Context: an optimization exercise on an open-source flow, tuned for small area, a short achievable clock period and few clock cycles. The choices shown serve that exercise and are no tape-out recipe.
The RTL was checked by simulation tests, not by an equivalence proof against the original design.
No activity file was given, so power comes from the tool's default toggle rates.

## job 9005
==> flow/design.v (excerpt) <==
module memory_functional_unit #(
   parameter int NS = 2,     
   parameter int NQ = 1,     
   parameter int EXCL = 0,
   parameter int GOSAFE = 0
) (
   input  logic         clk,
   input  logic         nrst,
   input  logic [119:0] i_issue,
   input  logic         i_issue_valid,
   output logic         o_issue_ready,
   input  logic [35:0]  i_cdb,
   input  logic         i_cdb_valid,
   input  logic [4:0]   i_commit,
   input  logic         i_commit_valid,
   output logic [35:0]  o_cdb,
   output logic         o_cdb_valid,
   input  logic         i_cdb_ready,
   output logic [72:0]  o_mem,
   output logic         o_mem_valid,
   input  logic         i_mem_ready
);
make LEC_CHECK=0 CAP_MARGIN=20 CORE_MARGIN=2 CORE_UTILIZATION=55 SETUP_SLACK_MARGIN=3.0 SLEW_MARGIN=20 finish   # period 7.0 ns
run.sh (not shown) runs the stock make flow with config.mk's settings and CLKGATE_MAP_FILE= SYNTH_SCRIPT=/design/flow/synth_recipe.tcl, a recipe that flattens the netlist after the stock synthesis.
Testbench counts of job 9005, summed over its fixed seeds: cycles 9,350.
Input changes introduced in job 3049 (baseline for comparison: job 9005):
- SETUP_SLACK_MARGIN: 3.0 -> 0.2
- CORE_UTILIZATION: 55 -> 40
[summary]
Job 3049 went all the way through the flow, and no timing, DRC or antenna check failed.
Both conditions hold for job 9005: the flow ran to the end and the final layout passed the timing, DRC and antenna checks.
Relative to job 9005, critical path depth has decreased by 1 in job 3049.
Comparing job 9005 and job 3049, the lower final estimated routing congestion in global placement is on job 3049.
Job 3049 vs. job 9005: non-clock buffer count went down by 66.
In the metrics for job 9005 and job 3049, the one carrying the higher clock power is job 3049.
Job 3049 against job 9005: clock insertion delay at the later pin of the skew report picked up an extra 30 ps; routed wire length picked up an extra about 2%.

========
memory_functional_unit, a different RTL version from the one above (not shown whole).
Size: about 290 flip-flops, roughly 280 I/O pins, about 17000 um^2 of cells after synthesis.
==> flow/config.mk <==
export PLATFORM = sky130hd
export DESIGN_NAME = memory_functional_unit
export DESIGN_NICKNAME = memory_functional_unit
export VERILOG_FILES = /design/flow/design.v
export SDC_FILE = /design/flow/constraint.sdc
export NUM_CORES = 4
export LEC_CHECK = 0
export ABC_AREA = 1
export CAP_MARGIN = 20
export CORE_MARGIN = 2
export CORE_UTILIZATION = 50
export CTS_CLUSTER_DIAMETER = 80
export CTS_CLUSTER_SIZE = 22
export SETUP_SLACK_MARGIN = 3.0
export SLEW_MARGIN = 20
==> flow/constraint.sdc <==
create_clock -name core_clock -period 7.0 [get_ports {clk}]
set_input_delay 1.4000 -clock core_clock [delete_from_list [all_inputs] [get_ports {clk}]]
set_output_delay 1.4000 -clock core_clock [all_outputs]
set_load 0.01 [all_outputs]
standard.sh (not shown) runs the stock make flow with config.mk's settings and CLKGATE_MAP_FILE= SYNTH_SCRIPT=/design/flow/synth_recipe.tcl, a recipe that flattens the netlist after the stock synthesis.
==> flow/flow/run.sh <==
#!/bin/bash
# Standard layout, with the port buffers made from the smallest buffer cell.
set -euo pipefail
bash standard.sh "BUFFER_PORTS_ARGS=-buffer_cell sky130_fd_sc_hd__buf_1" finish > standard_make.log 2>&1
The first run finished clean.
Testbench counts at the start, summed over its fixed seeds: cycles 9,134.
Edit:
--- a/flow/config.mk
+++ b/flow/config.mk
@@ -10,6 +10,4 @@
 export CORE_MARGIN = 2
-export CORE_UTILIZATION = 50
-export CTS_CLUSTER_DIAMETER = 80
-export CTS_CLUSTER_SIZE = 22
-export SETUP_SLACK_MARGIN = 3.0
+export CORE_UTILIZATION = 60
+export SETUP_SLACK_MARGIN = 2.5
 export SLEW_MARGIN = 20
The changed run finished clean.
Worst hold slack hardly moves.
Final cell count went down by 2.1%.
Final area is higher by 0.90%.
Edit:
--- a/flow/config.mk
+++ b/flow/config.mk
@@ -11,3 +11,3 @@
 export CORE_UTILIZATION = 60
-export SETUP_SLACK_MARGIN = 2.5
+export SETUP_SLACK_MARGIN = 3.0
 export SLEW_MARGIN = 20
Outcome: Sequential share of layout area goes down by 0.52 points; cell area grows slightly; worst setup slack improves by 0.31 ns; total power increases slightly; wire length increases slightly; combinational power rose by a little under a tenth; critical path depth came out higher by 13; non-clock buffer count increases by 21; via count came out higher slightly.

========
Starting RTL as in the previous note.
clock: 7.0 ns
lec_check: 0
abc_area: 1
cap_margin: 20
core_margin: 2
core_utilization: 45
cts_cluster_diameter: 80
cts_cluster_size: 22
setup_slack_margin: 3.0
slew_margin: 20
Scripts as last shown in full above: flow/flow/run.sh
Testbench counts at the start, summed over its fixed seeds: cycles 9,134.
Edit:
--- a/flow/config.mk
+++ b/flow/config.mk
@@ -11,3 +11 @@
-export CORE_UTILIZATION = 45
-export CTS_CLUSTER_DIAMETER = 80
-export CTS_CLUSTER_SIZE = 22
+export CORE_UTILIZATION = 50
Effect: Critical path depth does not change; wire length is lower slightly; power goes up by a few percent; design area came out higher slightly; clock skew hardly moves; combinational power decreases by a few percent; maximum frequency rose slightly.
Edit:
--- a/flow/config.mk
+++ b/flow/config.mk
@@ -11 +11,3 @@
-export CORE_UTILIZATION = 50
+export CORE_UTILIZATION = 60
+export CTS_CLUSTER_DIAMETER = 80
+export CTS_CLUSTER_SIZE = 22
Result: Via count barely changes. Cell count goes down by 3.5%. Core utilization goes up by 9.6 points. Global-route usage goes up by 3.2 points.
Edit:
--- a/flow/config.mk
+++ b/flow/config.mk
@@ -11 +11 @@
-export CORE_UTILIZATION = 60
+export CORE_UTILIZATION = 50
@@ -14 +14 @@
-export SETUP_SLACK_MARGIN = 3.0
+export SETUP_SLACK_MARGIN = 3.2
Design area climbs by 3.7%.
Routed wire length climbs by 6.7%.
Power climbs by 6.9%.
Hold slack improved by 0.0033 ns.
Edit:
--- a/flow/config.mk
+++ b/flow/config.mk
@@ -11 +11 @@
-export CORE_UTILIZATION = 50
+export CORE_UTILIZATION = 55
@@ -13,2 +13,2 @@
-export CTS_CLUSTER_SIZE = 22
-export SETUP_SLACK_MARGIN = 3.2
+export CTS_CLUSTER_SIZE = 25
+export SETUP_SLACK_MARGIN = 3.0
After rerunning: Die area is lower by 8.9%; via count is lower by 0.71%; worst hold slack degrades by 0.0041 ns; routed wire length is lower by 5.4%; synthesized area does not change; combinational power is lower by 10%; sequential power barely changes; setup slack degrades by 0.0078 ns; non-clock buffer count is lower by 20.

========
## run 1
memory_functional_unit, a different RTL version from the one above (not shown whole).
clock: 7.0 ns
lec_check: 0
cap_margin: 20
core_margin: 2
core_utilization: 60
setup_slack_margin: 3.3
slew_margin: 20
Scripts as last shown in full above: flow/flow/run.sh
Testbench counts of run 1, summed over its fixed seeds: cycles 9,134.
Here is what was changed in the inputs of run 2 compared with run 1.
Settings: changing SETUP_SLACK_MARGIN from 3.3 to 3.0; setting ABC_AREA to 1 for the first time.
==> comparison <==
Run 2 completed every stage of the flow, and the final layout passed the timing, DRC and antenna checks. Area of the multi-input gates (higher): run 1. Between run 1 and run 2, the cell area is lower for run 2. Number of ordinary and repair buffers in the finished layout for run 2: 30 down relative to run 1. Per the comparison of run 2 with run 1, portion of the clock cycle consumed by the worst path in the final layout shrank by 3.0 points, final routed wire length divided by cell count went down, hold slack barely changed. Per the comparison of run 2 with run 1, xor and xnor fraction of the mapped netlist area shows a reduction of 4.7 points; amount of wire on met3 after detailed routing rose 63%; total detailed-routing wirelength increased by about 13% relative to the old numbers.
Modified inputs, run 3 compared to run 2
Settings: SETUP_SLACK_MARGIN changed from 3.0 to 3.3.
Results
Run 3 completed; timing, DRC and antenna clean
Run 2 reports its critical path's slowest cell as sky130_fd_sc_hd__dfxtp_4 while run 3 reports sky130_fd_sc_hd__ha_1.
Compared with run 2, run 3 shows a higher fraction of area in multi-input gates.
When run 3 is measured against run 2, its slack of the worst reg-to-reg path turns out 0.08 ns lower.
In the final design statistics, run 3 uses more standard cells in total than run 2.
[run 3] share of the cycle needed by the critical path after routing fell 0.42 points relative to run 2
The post-route cell area of run 3 is higher than that of run 2.
Fraction of power consumed by the clock network: higher on run 2
Relative to run 2, power share of the combinational group increased by 5.3 points in run 3.
Between run 3 and run 2, it is run 3 whose number of clock buffers in the layout is lower, by 6.8%.
Detailed route wirelength on metal3 (run 2 / run 3): 1.15
Between run 3 and run 2, it is run 3 whose utilization is higher, by 2.8 points.

========
run A:
Another version of the RTL of memory_functional_unit (not shown whole).
For scale: about 300 flip-flops, about 17000 sq um of cells after synthesis.
==> flow/design.v (excerpt) <==
module memory_functional_unit #(
   parameter int NS = 2,     
   parameter int NQ = 1,     
   parameter int EXCL = 0,
   parameter int GOSAFE = 0
) (
   input  logic         clk,
   input  logic         nrst,
   input  logic [119:0] i_issue,
   input  logic         i_issue_valid,
   output logic         o_issue_ready,
   input  logic [35:0]  i_cdb,
   input  logic         i_cdb_valid,
   input  logic [4:0]   i_commit,
   input  logic         i_commit_valid,
   output logic [35:0]  o_cdb,
   output logic         o_cdb_valid,
   input  logic         i_cdb_ready,
   output logic [72:0]  o_mem,
   output logic         o_mem_valid,
   input  logic         i_mem_ready
);
   localparam int SW = (NS > 4) ? 3 : (NS > 2) ? 2 : 1;                 
   localparam int PW = (NS > 4) ? 4 : (NS > 2) ? 3 : (NS > 1) ? 2 : 1;  
   localparam int QW = (NQ > 4) ? 3 : (NQ > 2) ? 2 : 1;
   logic [3:0]  is_rob;
   logic        is_st;
   logic [1:0]  is_lo;
   logic [36:0] is_base, is_off, is_data;
   assign is_rob  = i_issue[119:116];
   assign is_st   = i_issue[113];
   assign is_lo   = i_issue[112:111];
   assign is_base = i_issue[110:74];
   assign is_off  = i_issue[73:37];
   assign is_data = i_issue[36:0];
   logic [3:0]  cdb_tag;
   logic [31:0] cdb_val;
   assign cdb_tag = i_cdb[35:32];
   assign cdb_val = i_cdb[31:0];
   logic [3:0]  sb_rob   [NS];
   logic [1:0]  sb_lo    [NS];
   logic [31:0] sb_addr  [NS];
   logic [31:0] sb_data  [NS];
   logic [3:0]  sb_dtag  [NS];
   logic        sb_dfill [NS];
   logic        sb_pend  [NS];    
   logic        sb_aok   [NS];    
   logic        sb_live  [NS];    
   logic        sb_canc  [NS];    
   logic [PW-1:0] sb_head, sb_tail, sb_cptr;    
   logic [SW-1:0] hd, tl, cp;
  ...
make LEC_CHECK=0 CAP_MARGIN=20 CORE_MARGIN=2 CORE_UTILIZATION=55 CTS_BUF_LIST=sky130_fd_sc_hd__clkbuf_4 CTS_CLUSTER_SIZE=30 SETUP_SLACK_MARGIN=3.0 SLEW_MARGIN=20 finish   # period 7.0 ns
run.sh (not shown) runs the stock make flow with config.mk's settings and CLKGATE_MAP_FILE= SYNTH_SCRIPT=/design/flow/synth_recipe.tcl, a recipe that flattens the netlist after the stock synthesis.
Stock flow here: none of the scripts above is used.
Run A ran to completion and came out clean on the timing, DRC and antenna checks.
Testbench counts of run A, summed over its fixed seeds: cycles 9,350.
The inputs of run Y differ from those of run A as listed below.
Settings: a deleted CTS_CLUSTER_SIZE that had been 30; a change of SETUP_SLACK_MARGIN from 3.0 to 2.8; a deleted CTS_BUF_LIST that had been sky130_fd_sc_hd__clkbuf_4; a change of CORE_UTILIZATION from 55 to 65.
Findings:
Run Y ended with more part of the power in the clock network than run A. The category of the most critical setup path comes out reg2out in one run and in2reg in the other, namely in run A and run Y respectively. | largest stage delay on the critical path | higher: run A |. Sort run Y and run A by utilization of the core after routing, ascending, and run A comes first. Comparing run Y and run A, the lower power is on run A. Data required time at the worst endpoint was higher in the run labelled run Y.

========
memory_functional_unit again, from the RTL that the note above started with.
clock: 7.0 ns
lec_check: 0
cap_margin: 20
core_margin: 2
core_utilization: 60
setup_slack_margin: 3.0
slew_margin: 20
standard.sh (not shown) runs the stock make flow with config.mk's settings and CLKGATE_MAP_FILE= SYNTH_SCRIPT=/design/flow/synth_recipe.tcl, a recipe that flattens the netlist after the stock synthesis.
Scripts as last shown in full above: flow/flow/run.sh
The baseline passed the timing, DRC and antenna checks.
Testbench counts at the start, summed over its fixed seeds: cycles 9,350.
Change:
==> flow/run.sh (new file) <==
#!/bin/bash
# synth_recipe.tcl (not shown) runs the flow's synth.tcl, then flattens the netlist and writes it again
# the make line also repeats each setting of config.mk as NAME=value (left out here)
make -C /OpenROAD-flow-scripts/flow DESIGN_CONFIG=/design/flow/config.mk WORK_HOME=/design/flow/orfs CLKGATE_MAP_FILE= SYNTH_SCRIPT=/design/flow/synth_recipe.tcl finish
Settings changed: CORE_UTILIZATION 60 to 55.
removed: flow/flow/run.sh
removed: flow/standard.sh
The new run completed without violations.
Global-route usage went down by 0.77 points.
Final area went up by 11%.
Hold slack barely changes.
Setup slack improved by 0.0089 ns.
Register-to-register slack got worse by 0.12 ns.
Cell count went up by 2.5%.
Synthesized cell count does not change.

==> port drivers added, routing unchanged <==
The results above use ideal ports. As a check the final layouts listed here were re-extracted and re-timed, cells and wires unchanged.
Step 1 sets driving cells, clkbuf_16 on the clock port and buf_2 on the other inputs (assumed; they add their load-dependent delay and slew).
Step 2 times the ports against the registers' clock, not the clock port: input delays grow and output delays shrink by t, the midpoint of the rising clock arrivals with the driver on.
Slacks: ideal / step 1 / step 2; pairs: ideal / step 1.
run | t, ns | setup slack, ns | latest minus earliest clock arrival (ns)
job 9005 | 0.575 | 1.851 / 1.851 / 1.276 | 0.027 / 0.028
job 3049 | 0.607 | 1.120 / 1.142 / 0.535 | 0.029 / 0.029
the first run of note 2 | 0.577 | 3.096 / 3.045 / 2.543 | 0.022 / 0.023
the second run of note 2 | 0.618 | 2.714 / 2.663 / 2.168 | 0.016 / 0.016
the third run of note 2 | 0.622 | 3.028 / 3.057 / 2.435 | 0.022 / 0.022
the first run of note 3 | 0.588 | 3.092 / 3.032 / 2.535 | 0.024 / 0.024
the second run of note 3 | 0.561 | 3.133 / 3.079 / 2.595 | 0.022 / 0.022
the third run of note 3 | 0.573 | 3.087 / 3.079 / 2.541 | 0.019 / 0.018
the fourth run of note 3 | 0.574 | 3.129 / 3.143 / 2.570 | 0.032 / 0.033
the fifth run of note 3 | 0.567 | 3.121 / 3.069 / 2.624 | 0.024 / 0.025
run 1 | 0.611 | 2.789 / 2.737 / 2.501 | 0.010 / 0.010
run 2 | 0.562 | 3.002 / 2.949 / 2.519 | 0.014 / 0.014
run 3 | 0.609 | 3.031 / 3.034 / 2.424 | 0.025 / 0.025
run A | 0.770 | 2.535 / 2.486 / 2.200 | 0.075 / 0.075
run Y | 0.558 | 2.718 / 2.673 / 2.176 | 0.021 / 0.020
the first run of note 6 | 0.556 | 2.767 / 2.714 / 2.275 | 0.014 / 0.013
the second run of note 6 | 0.558 | 2.776 / 2.724 / 2.353 | 0.020 / 0.020
After both steps every run listed still meets setup and hold. The setup slack of run 3, which loses most, moves by +0.003 ns with the drivers and by -0.607 ns with both steps.
